From an optimization exercise on the open Yosys and OpenROAD flow, aimed at small area; shortcuts taken in it are not production practice.
The RTL was checked by simulation tests, not by an equivalence proof against the original design.

==> job 9936 <==
## motor_channel
module motor_channel
(
	input  wire                             fpga_clk_50,
	input  wire                             hps_fpga_reset_n,
	input  wire [1:0]                       enc,       
	input  wire                             cmd_req,
	input  wire [60:0]                      cmd,       
	output logic                            cmd_ack,
	output logic signed [32-1:0]   count,
	output logic signed [16-1:0]   speed,
	output logic [8-1:0]           duty,
	output logic                            fwd,
	output logic                            rev,
	output logic                            pwm
);
clock: 20.0 ns
lec_check: 0
cap_margin: 20
core_margin: 2
core_utilization: 65
place_density: 0.8
slew_margin: 20
standard.sh (not shown) runs the stock make flow with config.mk's settings and CLKGATE_MAP_FILE= SYNTH_SCRIPT=/design/flow/synth_recipe.tcl, a recipe that flattens the netlist after the stock synthesis.
==> flow/flow/run.sh <==
#!/bin/bash
# standard layout, with the port buffers made of the smallest buffer cell
export BUFFER_PORTS_ARGS="-buffer_cell sky130_fd_sc_hd__buf_1"
export CTS_ARGS="-sink_clustering_enable -repair_clock_nets -dont_use_dummy_load -buf_list sky130_fd_sc_hd__clkbuf_4 -sink_clustering_buffer sky130_fd_sc_hd__clkbuf_16 -sink_clustering_size 30 -sink_clustering_max_diameter 80"
bash standard.sh > standard.log 2>&1
==> inputs of job 8145, as changes to job 9936 <==
--- a/flow/design.v
+++ b/flow/design.v
@@ -179,18 +179,18 @@
 `timescale 1ns/1ps
 module cmd_port
 (
 	input  wire                   fpga_clk_50,
 	input  wire                   hps_fpga_reset_n,
 	input  wire                   cmd_req,
 	input  motor_pkg::ctrl_cmd_t  cmd,
 	output logic                  cmd_ack,
-	output logic [7:0]            sp_rpm,      
-	output logic [1:0]            sp_dir,      
+	output logic [7:0]            sp_mag,      
+	output logic                  sp_neg,      
 	output logic [17-1:0] kp,
 	output logic [17-1:0] ki,
 	output logic [17-1:0] kd,
 	output logic                  gv           
 );
 	logic req_s1, req_s2;    
 	always_ff @(posedge fpga_clk_50 or negedge hps_fpga_reset_n)
 	begin
@@ -209,35 +209,35 @@
 			if (req_s2 && !cmd_ack)
 				gv <= 1'b1;
 		end
 	end
 	always_ff @(posedge fpga_clk_50)
 	begin
 		if (req_s2 && !cmd_ack)
 		begin
-			sp_rpm <= cmd.rpm;
-			sp_dir <= cmd.dir;
+			sp_mag <= cmd.rpm & {8{cmd.dir[0]}};
+			sp_neg <= cmd.dir[1];
 			kp <= cmd.kp;
 			ki <= cmd.ki;
 			kd <= cmd.kd;
 		end
 	end
 endmodule
 `default_nettype wire
 `default_nettype none
 `timescale 1ns/1ps
 module pid_regulator
 (
 	input  wire                             fpga_clk_50,
 	input  wire                             hps_fpga_reset_n,
 	input  wire [11:0]                      tick,
 	input  wire                             armed,
-	input  wire [7:0]                       sp_rpm,
-	input  wire [1:0]                       sp_dir,
+	input  wire [7:0]                       sp_mag,
+	input  wire                             sp_neg,
 	input  wire [17-1:0]            kp,
 	input  wire [17-1:0]            ki,
 	input  wire [17-1:0]            kd,
 	input  wire                             gv,
 	input  wire signed [9:0]                speed,
 	output logic [8-1:0]           duty,
 	output logic                            fwd,
 	output logic                            rev
@@ -245,22 +245,22 @@
 	localparam int RW = 15;
 	localparam int NW = 53;        
 	logic signed [12:0]   integ;
 	logic signed [10:0]   err_q;
 	logic signed [10:0]   err_n;
 	logic [RW-1:0]        R;
 	logic [NW-1:0]        W;
 	logic [1:0]           ph;      
+	logic                 dly;     
 	logic                 cy;      
-	logic                 stepped;  
 	logic [6:0]  t;
 	logic        act, t0, t1, t2, t3, t57, su, last;
 	logic        ph0, ph1, ph2;
-	logic        g, g1, s;
+	logic        g, s;
 	logic        sel_sp, sel_ns, sel_i, sel_neq, sel_e, sh, hold;
 	logic [RW-1:0] a, b, sum;
 	logic [RW:0]   rc;
 	logic        cin;
 	logic [RW-1:0] sp_x, speed_x, integ_x, errq_x, errn_x;
 	assign t    = tick[6:0];
 	assign act  = armed && (tick[11:7] == 5'd0);
 	assign su   = (t[6:2] == 5'd0) && (t[1:0] != 2'd3);     
@@ -270,59 +270,56 @@
 	assign t3   = (t == 7'd3);
 	assign t57  = act && (t == 7'd57);
 	assign last = (t >= 7'd54);
 	assign ph0  = (ph == 2'd0);
 	assign ph1  = (ph == 2'd1);
 	assign ph2  = (ph == 2'd2);
 	logic [NW-1:0] wv, wnx;
 	assign wv = W ^ {(NW/2){2'b10}};
-	assign g  = wv[0] & ~last;
-	assign g1 = wv[1] & ~last;
+	assign g = wv[0] & ~last;
 	always_comb
 	begin
 		for (int i = 0; i < NW; i++)
-			wnx[i] = (((i < NW - 1) ? wv[(i < NW - 1) ? i + 1 : i] : tin)
+			wnx[i] = (((i < NW - 1) ? wv[(i < NW - 1) ? i + 1 : i] : (R[0] && (tick[11:6] == 6'd0) && !t0))
 				|| (ld && wpat[i])) ^ (i % 2 == 1);
 	end
-	logic tin, seen;
-	assign tin = (tick[11:6] == 6'd0) && !t0 && (ph1 ? (wv[NW-1] ^ seen) : R[0]);
 	logic          ld;
 	logic [NW-1:0] wpat;
 	assign ld = t0 && gv;
 	always_comb
 	begin
 		wpat[1:0] = 2'b00;
 		for (int j = 0; j < 17; j++)
 		begin
 			wpat[2 + 3 * j] = ki[j];
-			wpat[3 + 3 * j] = kp[j];
-			wpat[4 + 3 * j] = kd[j];
+			wpat[3 + 3 * j] = kd[j];
+			wpat[4 + 3 * j] = kp[j];
 		end
 	end
-	assign s  = g ^ g1 ^ cy;        
-	assign sp_x    = {{(RW-8){sp_dir[1]}}, sp_rpm ^ {8{sp_dir[1]}}};
+	assign s = g ^ dly ^ cy;
+	assign sp_x    = {{(RW-8){sp_neg}}, sp_mag ^ {8{sp_neg}}};
 	assign speed_x = {{(RW-10){speed[9]}}, speed};
 	assign integ_x = {{(RW-13){integ[12]}}, integ};
 	assign errq_x  = {{(RW-11){err_q[10]}}, err_q};
 	assign errn_x  = {{(RW-11){err_n[10]}}, err_n};
 	assign sh   = ph0 && !t0 && !t3;
 	assign hold = !ph0;
-	assign sel_sp  = t0 && gv && sp_dir[0];
+	assign sel_sp  = t0 && gv;
 	assign sel_ns  = t1;
-	assign sel_i   = (t2 && stepped) || (!su && ph0 && g);
-	assign sel_e   = !su && ph1 && s;
-	assign sel_neq = !su && ph2 && g && stepped;
-	assign cin     = (sel_sp && sp_dir[1]) || sel_ns || sel_neq;
+	assign sel_i   = t2 || (!su && ph0 && g);
+	assign sel_neq = !su && ph1 && g;
+	assign sel_e   = !su && ph2 && s;
+	assign cin     = (sel_sp && sp_neg) || sel_ns || sel_neq;
 	always_comb
 	begin
 		for (int i = 0; i < RW; i++)
 		begin
-			a[i] = (hold && R[i]) || (sh && R[(i < RW - 1) ? i + 1 : i]) || (sel_sp && sp_x[i]);
-			b[i] = (sel_ns && !speed_x[i]) || (sel_i && integ_x[i])
+			a[i] = (hold && R[i]) || (sh && R[(i < RW - 1) ? i + 1 : i]);
+			b[i] = (sel_sp && sp_x[i]) || (sel_ns && !speed_x[i]) || (sel_i && integ_x[i])
 				|| (sel_neq && !errq_x[i]) || (sel_e && errn_x[i]);
 		end
 	end
 	assign rc[0] = cin;
 	genvar gi;
 	generate
 		for (gi = 0; gi < RW; gi++)
 		begin : g_add
@@ -341,51 +338,46 @@
 	begin
 		for (int j = 0; j < 9; j++)
 			ulo[j] = wv[2 + 3 * (j + 8)];
 		un = R[RW-1];
 		if (!un)
 			sat = (|R) || ulo[8];
 		else
 			sat = !((&R) && ulo[8]) || (ulo[7:0] == 8'd0);
-		for (int j = 0; j < 8; j++)
-			mag[j] = un ? wv[3 + 3 * (j + 8)] : ulo[j];
+		mag = (ulo[7:0] ^ {8{un}}) + {7'd0, un};
 	end
 	always_ff @(posedge fpga_clk_50)
 	begin
 		R   <= sum;
 		ph  <= (&tick || ph2) ? 2'd0 : ph + 2'd1;
-		cy  <= ph1 ? ((g & g1) | (g & cy) | (g1 & cy)) : cy;
-		seen <= (t < 7'd31) ? 1'b0 : (seen | (ph1 && wv[NW-1]));
+		dly <= g;
+		cy  <= ph2 ? ((g & dly) | (g & cy) | (dly & cy)) : cy;
 		if (t1)
 			err_n <= sum[10:0];
 		for (int i = 0; i < NW; i++)
 			W[i] <= wnx[i];
 	end
-	always_ff @(posedge fpga_clk_50)
-	begin
-		if (act && t2)
-			integ <= integ_c;
-		if (t57)
-			err_q <= err_n;
-	end
 	always_ff @(posedge fpga_clk_50 or negedge hps_fpga_reset_n)
 	begin
 		if (!hps_fpga_reset_n)
 		begin
-			stepped <= 1'b0;
-			duty    <= '0;
-			fwd     <= 1'b0;
-			rev     <= 1'b0;
+			integ <= '0;
+			err_q <= '0;
+			duty  <= '0;
+			fwd   <= 1'b0;
+			rev   <= 1'b0;
 		end
 		else
 		begin
+			if (act && t2)
+				integ <= integ_c;
 			if (t57)
 			begin
-				stepped <= 1'b1;
+				err_q <= err_n;
 				duty  <= mag | {8{sat}};
 				fwd   <= !un && ((|R) || (|ulo));
 				rev   <= un;
 			end
 		end
 	end
 endmodule
 `default_nettype wire
@@ -434,18 +426,18 @@
 );
 	motor_pkg::quad_t      enc_in;
 	motor_pkg::ctrl_cmd_t  cmd_in;
 	motor_pkg::quad_t      enc_clean;
 	logic                  inc, dec;
 	logic [11:0]           tick;
 	logic signed [9:0]     speed_s;
 	logic                  armed;
-	logic [7:0]            sp_rpm;
-	logic [1:0]            sp_dir;
+	logic [7:0]            sp_mag;
+	logic                  sp_neg;
 	logic [17-1:0] kp, ki, kd;
 	logic                  gv;
 	assign enc_in = enc;
 	assign cmd_in = cmd;
 	assign speed = {{(16-10){speed_s[9]}}, speed_s};
 	quad_debounce u_quad_debounce (
 		.fpga_clk_50 (fpga_clk_50), .hps_fpga_reset_n (hps_fpga_reset_n),
 		.enc (enc_in), .enc_clean (enc_clean)
@@ -456,21 +448,21 @@
 	);
 	speed_meter u_speed_meter (
 		.fpga_clk_50 (fpga_clk_50), .hps_fpga_reset_n (hps_fpga_reset_n),
 		.inc (inc), .dec (dec), .tick (tick), .speed (speed_s), .armed (armed)
 	);
 	cmd_port u_cmd_port (
 		.fpga_clk_50 (fpga_clk_50), .hps_fpga_reset_n (hps_fpga_reset_n),
 		.cmd_req (cmd_req), .cmd (cmd_in), .cmd_ack (cmd_ack),
-		.sp_rpm (sp_rpm), .sp_dir (sp_dir), .kp (kp), .ki (ki), .kd (kd), .gv (gv)
+		.sp_mag (sp_mag), .sp_neg (sp_neg), .kp (kp), .ki (ki), .kd (kd), .gv (gv)
 	);
 	pid_regulator u_pid_regulator (
 		.fpga_clk_50 (fpga_clk_50), .hps_fpga_reset_n (hps_fpga_reset_n),
-		.tick (tick), .armed (armed), .sp_rpm (sp_rpm), .sp_dir (sp_dir),
+		.tick (tick), .armed (armed), .sp_mag (sp_mag), .sp_neg (sp_neg),
 		.kp (kp), .ki (ki), .kd (kd), .gv (gv), .speed (speed_s),
 		.duty (duty), .fwd (fwd), .rev (rev)
 	);
 	pwm_driver u_pwm_driver (
 		.fpga_clk_50 (fpga_clk_50), .hps_fpga_reset_n (hps_fpga_reset_n),
 		.cnt (tick[7:0]), .duty (duty), .armed (armed), .pwm (pwm)
 	);
 endmodule
==> flow/config.mk (replaced) <==
export PLATFORM = sky130hd
export DESIGN_NAME = motor_channel
export DESIGN_NICKNAME = motor_channel
export VERILOG_FILES = /design/flow/design.v
export SDC_FILE = /design/flow/constraint.sdc
export NUM_CORES = 4
export LEC_CHECK = 0
export CAP_MARGIN = 20
export CORE_MARGIN = 2
export CORE_UTILIZATION = 40
export CTS_BUF_LIST = sky130_fd_sc_hd__clkbuf_16
export CTS_CLUSTER_DIAMETER = 80
export CTS_CLUSTER_SIZE = 30
export SLEW_MARGIN = 20
==> inputs of job 3560, as changes to job 9936 <==
--- a/flow/design.v
+++ b/flow/design.v
@@ -179,18 +179,18 @@
 `timescale 1ns/1ps
 module cmd_port
 (
 	input  wire                   fpga_clk_50,
 	input  wire                   hps_fpga_reset_n,
 	input  wire                   cmd_req,
 	input  motor_pkg::ctrl_cmd_t  cmd,
 	output logic                  cmd_ack,
-	output logic [7:0]            sp_rpm,      
-	output logic [1:0]            sp_dir,      
+	output logic [7:0]            sp_mag,      
+	output logic                  sp_neg,      
 	output logic [17-1:0] kp,
 	output logic [17-1:0] ki,
 	output logic [17-1:0] kd,
 	output logic                  gv           
 );
 	logic req_s1, req_s2;    
 	always_ff @(posedge fpga_clk_50 or negedge hps_fpga_reset_n)
 	begin
@@ -209,35 +209,35 @@
 			if (req_s2 && !cmd_ack)
 				gv <= 1'b1;
 		end
 	end
 	always_ff @(posedge fpga_clk_50)
 	begin
 		if (req_s2 && !cmd_ack)
 		begin
-			sp_rpm <= cmd.rpm;
-			sp_dir <= cmd.dir;
+			sp_mag <= cmd.rpm & {8{cmd.dir[0]}};
+			sp_neg <= cmd.dir[1];
 			kp <= cmd.kp;
 			ki <= cmd.ki;
 			kd <= cmd.kd;
 		end
 	end
 endmodule
 `default_nettype wire
 `default_nettype none
 `timescale 1ns/1ps
 module pid_regulator
 (
 	input  wire                             fpga_clk_50,
 	input  wire                             hps_fpga_reset_n,
 	input  wire [11:0]                      tick,
 	input  wire                             armed,
-	input  wire [7:0]                       sp_rpm,
-	input  wire [1:0]                       sp_dir,
+	input  wire [7:0]                       sp_mag,
+	input  wire                             sp_neg,
 	input  wire [17-1:0]            kp,
 	input  wire [17-1:0]            ki,
 	input  wire [17-1:0]            kd,
 	input  wire                             gv,
 	input  wire signed [9:0]                speed,
 	output logic [8-1:0]           duty,
 	output logic                            fwd,
 	output logic                            rev
@@ -245,22 +245,22 @@
 	localparam int RW = 15;
 	localparam int NW = 53;        
 	logic signed [12:0]   integ;
 	logic signed [10:0]   err_q;
 	logic signed [10:0]   err_n;
 	logic [RW-1:0]        R;
 	logic [NW-1:0]        W;
 	logic [1:0]           ph;      
+	logic                 dly;     
 	logic                 cy;      
-	logic                 stepped;  
 	logic [6:0]  t;
 	logic        act, t0, t1, t2, t3, t57, su, last;
 	logic        ph0, ph1, ph2;
-	logic        g, g1, s;
+	logic        g, s;
 	logic        sel_sp, sel_ns, sel_i, sel_neq, sel_e, sh, hold;
 	logic [RW-1:0] a, b, sum;
 	logic [RW:0]   rc;
 	logic        cin;
 	logic [RW-1:0] sp_x, speed_x, integ_x, errq_x, errn_x;
 	assign t    = tick[6:0];
 	assign act  = armed && (tick[11:7] == 5'd0);
 	assign su   = (t[6:2] == 5'd0) && (t[1:0] != 2'd3);     
@@ -268,61 +268,37 @@
 	assign t1   = (t == 7'd1);
 	assign t2   = (t == 7'd2);
 	assign t3   = (t == 7'd3);
 	assign t57  = act && (t == 7'd57);
 	assign last = (t >= 7'd54);
 	assign ph0  = (ph == 2'd0);
 	assign ph1  = (ph == 2'd1);
 	assign ph2  = (ph == 2'd2);
-	logic [NW-1:0] wv, wnx;
-	assign wv = W ^ {(NW/2){2'b10}};
-	assign g  = wv[0] & ~last;
-	assign g1 = wv[1] & ~last;
-	always_comb
-	begin
-		for (int i = 0; i < NW; i++)
-			wnx[i] = (((i < NW - 1) ? wv[(i < NW - 1) ? i + 1 : i] : tin)
-				|| (ld && wpat[i])) ^ (i % 2 == 1);
-	end
-	logic tin, seen;
-	assign tin = (tick[11:6] == 6'd0) && !t0 && (ph1 ? (wv[NW-1] ^ seen) : R[0]);
-	logic          ld;
-	logic [NW-1:0] wpat;
-	assign ld = t0 && gv;
-	always_comb
-	begin
-		wpat[1:0] = 2'b00;
-		for (int j = 0; j < 17; j++)
-		begin
-			wpat[2 + 3 * j] = ki[j];
-			wpat[3 + 3 * j] = kp[j];
-			wpat[4 + 3 * j] = kd[j];
-		end
-	end
-	assign s  = g ^ g1 ^ cy;        
-	assign sp_x    = {{(RW-8){sp_dir[1]}}, sp_rpm ^ {8{sp_dir[1]}}};
+	assign g = W[0] & ~last;
+	assign s = g ^ dly ^ cy;
+	assign sp_x    = {{(RW-8){sp_neg}}, sp_mag ^ {8{sp_neg}}};
 	assign speed_x = {{(RW-10){speed[9]}}, speed};
 	assign integ_x = {{(RW-13){integ[12]}}, integ};
 	assign errq_x  = {{(RW-11){err_q[10]}}, err_q};
 	assign errn_x  = {{(RW-11){err_n[10]}}, err_n};
 	assign sh   = ph0 && !t0 && !t3;
 	assign hold = !ph0;
-	assign sel_sp  = t0 && gv && sp_dir[0];
+	assign sel_sp  = t0 && gv;
 	assign sel_ns  = t1;
-	assign sel_i   = (t2 && stepped) || (!su && ph0 && g);
-	assign sel_e   = !su && ph1 && s;
-	assign sel_neq = !su && ph2 && g && stepped;
-	assign cin     = (sel_sp && sp_dir[1]) || sel_ns || sel_neq;
+	assign sel_i   = t2 || (!su && ph0 && g);
+	assign sel_neq = !su && ph1 && g;
+	assign sel_e   = !su && ph2 && s;
+	assign cin     = (sel_sp && sp_neg) || sel_ns || sel_neq;
 	always_comb
 	begin
 		for (int i = 0; i < RW; i++)
 		begin
-			a[i] = (hold && R[i]) || (sh && R[(i < RW - 1) ? i + 1 : i]) || (sel_sp && sp_x[i]);
-			b[i] = (sel_ns && !speed_x[i]) || (sel_i && integ_x[i])
+			a[i] = (hold && R[i]) || (sh && R[(i < RW - 1) ? i + 1 : i]);
+			b[i] = (sel_sp && sp_x[i]) || (sel_ns && !speed_x[i]) || (sel_i && integ_x[i])
 				|| (sel_neq && !errq_x[i]) || (sel_e && errn_x[i]);
 		end
 	end
 	assign rc[0] = cin;
 	genvar gi;
 	generate
 		for (gi = 0; gi < RW; gi++)
 		begin : g_add
@@ -335,57 +311,62 @@
 	assign ovf     = sum[14] ? (!sum[12] || (sum[11:0] == 12'd0)) : sum[12];
 	assign integ_c = {sum[14], ovf ? {11{!sum[14]}} : sum[11:1], ovf || sum[0]};
 	logic [8:0]  ulo;
 	logic        un, sat;
 	logic [7:0]  mag;
 	always_comb
 	begin
 		for (int j = 0; j < 9; j++)
-			ulo[j] = wv[2 + 3 * (j + 8)];
+			ulo[j] = W[2 + 3 * (j + 8)];
 		un = R[RW-1];
 		if (!un)
 			sat = (|R) || ulo[8];
 		else
 			sat = !((&R) && ulo[8]) || (ulo[7:0] == 8'd0);
-		for (int j = 0; j < 8; j++)
-			mag[j] = un ? wv[3 + 3 * (j + 8)] : ulo[j];
+		mag = (ulo[7:0] ^ {8{un}}) + {7'd0, un};
 	end
 	always_ff @(posedge fpga_clk_50)
 	begin
 		R   <= sum;
 		ph  <= (&tick || ph2) ? 2'd0 : ph + 2'd1;
-		cy  <= ph1 ? ((g & g1) | (g & cy) | (g1 & cy)) : cy;
-		seen <= (t < 7'd31) ? 1'b0 : (seen | (ph1 && wv[NW-1]));
+		dly <= g;
+		cy  <= ph2 ? ((g & dly) | (g & cy) | (dly & cy)) : cy;
 		if (t1)
 			err_n <= sum[10:0];
-		for (int i = 0; i < NW; i++)
-			W[i] <= wnx[i];
-	end
-	always_ff @(posedge fpga_clk_50)
-	begin
-		if (act && t2)
-			integ <= integ_c;
-		if (t57)
-			err_q <= err_n;
+		if (t0)
+		begin
+			W[1:0] <= 2'b00;
+			for (int j = 0; j < 17; j++)
+			begin
+				W[2 + 3 * j] <= ki[j] & gv;
+				W[3 + 3 * j] <= kd[j] & gv;
+				W[4 + 3 * j] <= kp[j] & gv;
+			end
+		end
+		else
+			W <= {R[0], W[NW-1:1]};
 	end
 	always_ff @(posedge fpga_clk_50 or negedge hps_fpga_reset_n)
 	begin
 		if (!hps_fpga_reset_n)
 		begin
-			stepped <= 1'b0;
-			duty    <= '0;
-			fwd     <= 1'b0;
-			rev     <= 1'b0;
+			integ <= '0;
+			err_q <= '0;
+			duty  <= '0;
+			fwd   <= 1'b0;
+			rev   <= 1'b0;
 		end
 		else
 		begin
+			if (act && t2)
+				integ <= integ_c;
 			if (t57)
 			begin
-				stepped <= 1'b1;
+				err_q <= err_n;
 				duty  <= mag | {8{sat}};
 				fwd   <= !un && ((|R) || (|ulo));
 				rev   <= un;
 			end
 		end
 	end
 endmodule
 `default_nettype wire
@@ -434,18 +415,18 @@
 );
 	motor_pkg::quad_t      enc_in;
 	motor_pkg::ctrl_cmd_t  cmd_in;
 	motor_pkg::quad_t      enc_clean;
 	logic                  inc, dec;
 	logic [11:0]           tick;
 	logic signed [9:0]     speed_s;
 	logic                  armed;
-	logic [7:0]            sp_rpm;
-	logic [1:0]            sp_dir;
+	logic [7:0]            sp_mag;
+	logic                  sp_neg;
 	logic [17-1:0] kp, ki, kd;
 	logic                  gv;
 	assign enc_in = enc;
 	assign cmd_in = cmd;
 	assign speed = {{(16-10){speed_s[9]}}, speed_s};
 	quad_debounce u_quad_debounce (
 		.fpga_clk_50 (fpga_clk_50), .hps_fpga_reset_n (hps_fpga_reset_n),
 		.enc (enc_in), .enc_clean (enc_clean)
@@ -456,21 +437,21 @@
 	);
 	speed_meter u_speed_meter (
 		.fpga_clk_50 (fpga_clk_50), .hps_fpga_reset_n (hps_fpga_reset_n),
 		.inc (inc), .dec (dec), .tick (tick), .speed (speed_s), .armed (armed)
 	);
 	cmd_port u_cmd_port (
 		.fpga_clk_50 (fpga_clk_50), .hps_fpga_reset_n (hps_fpga_reset_n),
 		.cmd_req (cmd_req), .cmd (cmd_in), .cmd_ack (cmd_ack),
-		.sp_rpm (sp_rpm), .sp_dir (sp_dir), .kp (kp), .ki (ki), .kd (kd), .gv (gv)
+		.sp_mag (sp_mag), .sp_neg (sp_neg), .kp (kp), .ki (ki), .kd (kd), .gv (gv)
 	);
 	pid_regulator u_pid_regulator (
 		.fpga_clk_50 (fpga_clk_50), .hps_fpga_reset_n (hps_fpga_reset_n),
-		.tick (tick), .armed (armed), .sp_rpm (sp_rpm), .sp_dir (sp_dir),
+		.tick (tick), .armed (armed), .sp_mag (sp_mag), .sp_neg (sp_neg),
 		.kp (kp), .ki (ki), .kd (kd), .gv (gv), .speed (speed_s),
 		.duty (duty), .fwd (fwd), .rev (rev)
 	);
 	pwm_driver u_pwm_driver (
 		.fpga_clk_50 (fpga_clk_50), .hps_fpga_reset_n (hps_fpga_reset_n),
 		.cnt (tick[7:0]), .duty (duty), .armed (armed), .pwm (pwm)
 	);
 endmodule
==> flow/flow/run.sh (replaced) <==
#!/bin/bash
# standard layout, with the port buffers made of the smallest buffer cell
export BUFFER_PORTS_ARGS="-buffer_cell sky130_fd_sc_hd__buf_1"
export CTS_ARGS="-sink_clustering_enable -repair_clock_nets -buf_list {sky130_fd_sc_hd__clkbuf_4 sky130_fd_sc_hd__clkbuf_8 sky130_fd_sc_hd__clkbuf_16} -sink_clustering_size 30 -sink_clustering_max_diameter 80 -dont_use_dummy_load"
bash standard.sh > standard.log 2>&1
==> flow/config.mk (replaced) <==
export PLATFORM = sky130hd
export DESIGN_NAME = motor_channel
export DESIGN_NICKNAME = motor_channel
export VERILOG_FILES = /design/flow/design.v
export SDC_FILE = /design/flow/constraint.sdc
export NUM_CORES = 4
export LEC_CHECK = 0
export CAP_MARGIN = 20
export CORE_MARGIN = 2
export CORE_UTILIZATION = 40
export CTS_BUF_LIST = sky130_fd_sc_hd__clkbuf_16
export CTS_CLUSTER_DIAMETER = 80
export CTS_CLUSTER_SIZE = 30
export SLEW_MARGIN = 20
==> flow_summary.ini <==
[global_route]
grt_max_degree = 105

[layout]
layout_commonest_cell = nand2_1

[run_status]
outcome = finished clean

[power]
p_sw_share_pct = 20.7
That was job 3560.
==> flow_summary.ini <==
[power]
p_sw_share_pct = 21.0
ir_drop_mv = 0.0639

[setup_path]
worstPathMaxFanout = 41

[run_status]
outcome = finished clean

[global_route]
grt_max_degree = 68
grt_use_met2_pct = 23.1

[timing]
post-route-min-period_ns = 13.41

[floorplan]
die_h_um = 169

[layout]
layout_commonest_cell = buf_1
That was job 8145.
==> flow_summary.ini <==
[run_status]
outcome = finished clean

[global_route]
grt_max_degree = 96

[power]
p_sw_share_pct = 20.0

[yosys]
synthSimpleGateAreaFrac_pct = 8.79
That was job 9936.

## static timing again, ports no longer ideal
In the flow no input, the clock included, has a driving cell. The finished layouts below were timed again as built, in two steps. Step 1 sets driving cells, clkbuf_16 on the clock port and buf_2 on the other inputs (assumed; they add their load-dependent delay and slew). Step 2 times the ports against the registers' clock, not the clock port: input delays grow and output delays shrink by t, the midpoint of the rising clock arrivals with the driver on. a / b / c = ideal / step 1 / step 2; a / b = the first two.
run | t, ns | slack for setup (ns) | hold WS [ns] | worst setup path at the end | worst data-port slew with drivers (ns)
job 9936 | 0.652 | 6.475 / 6.475 / 6.475 | 0.353 / 0.353 / 0.353 | register to register | 0.04
job 8145 | 0.699 | 6.588 / 6.588 / 6.588 | 0.349 / 0.349 / 0.349 | register to register | 0.05
job 3560 | 0.519 | 6.197 / 6.197 / 6.197 | 0.341 / 0.341 / 0.341 | register to register | 0.03
After both steps setup and hold are still met in every run listed.
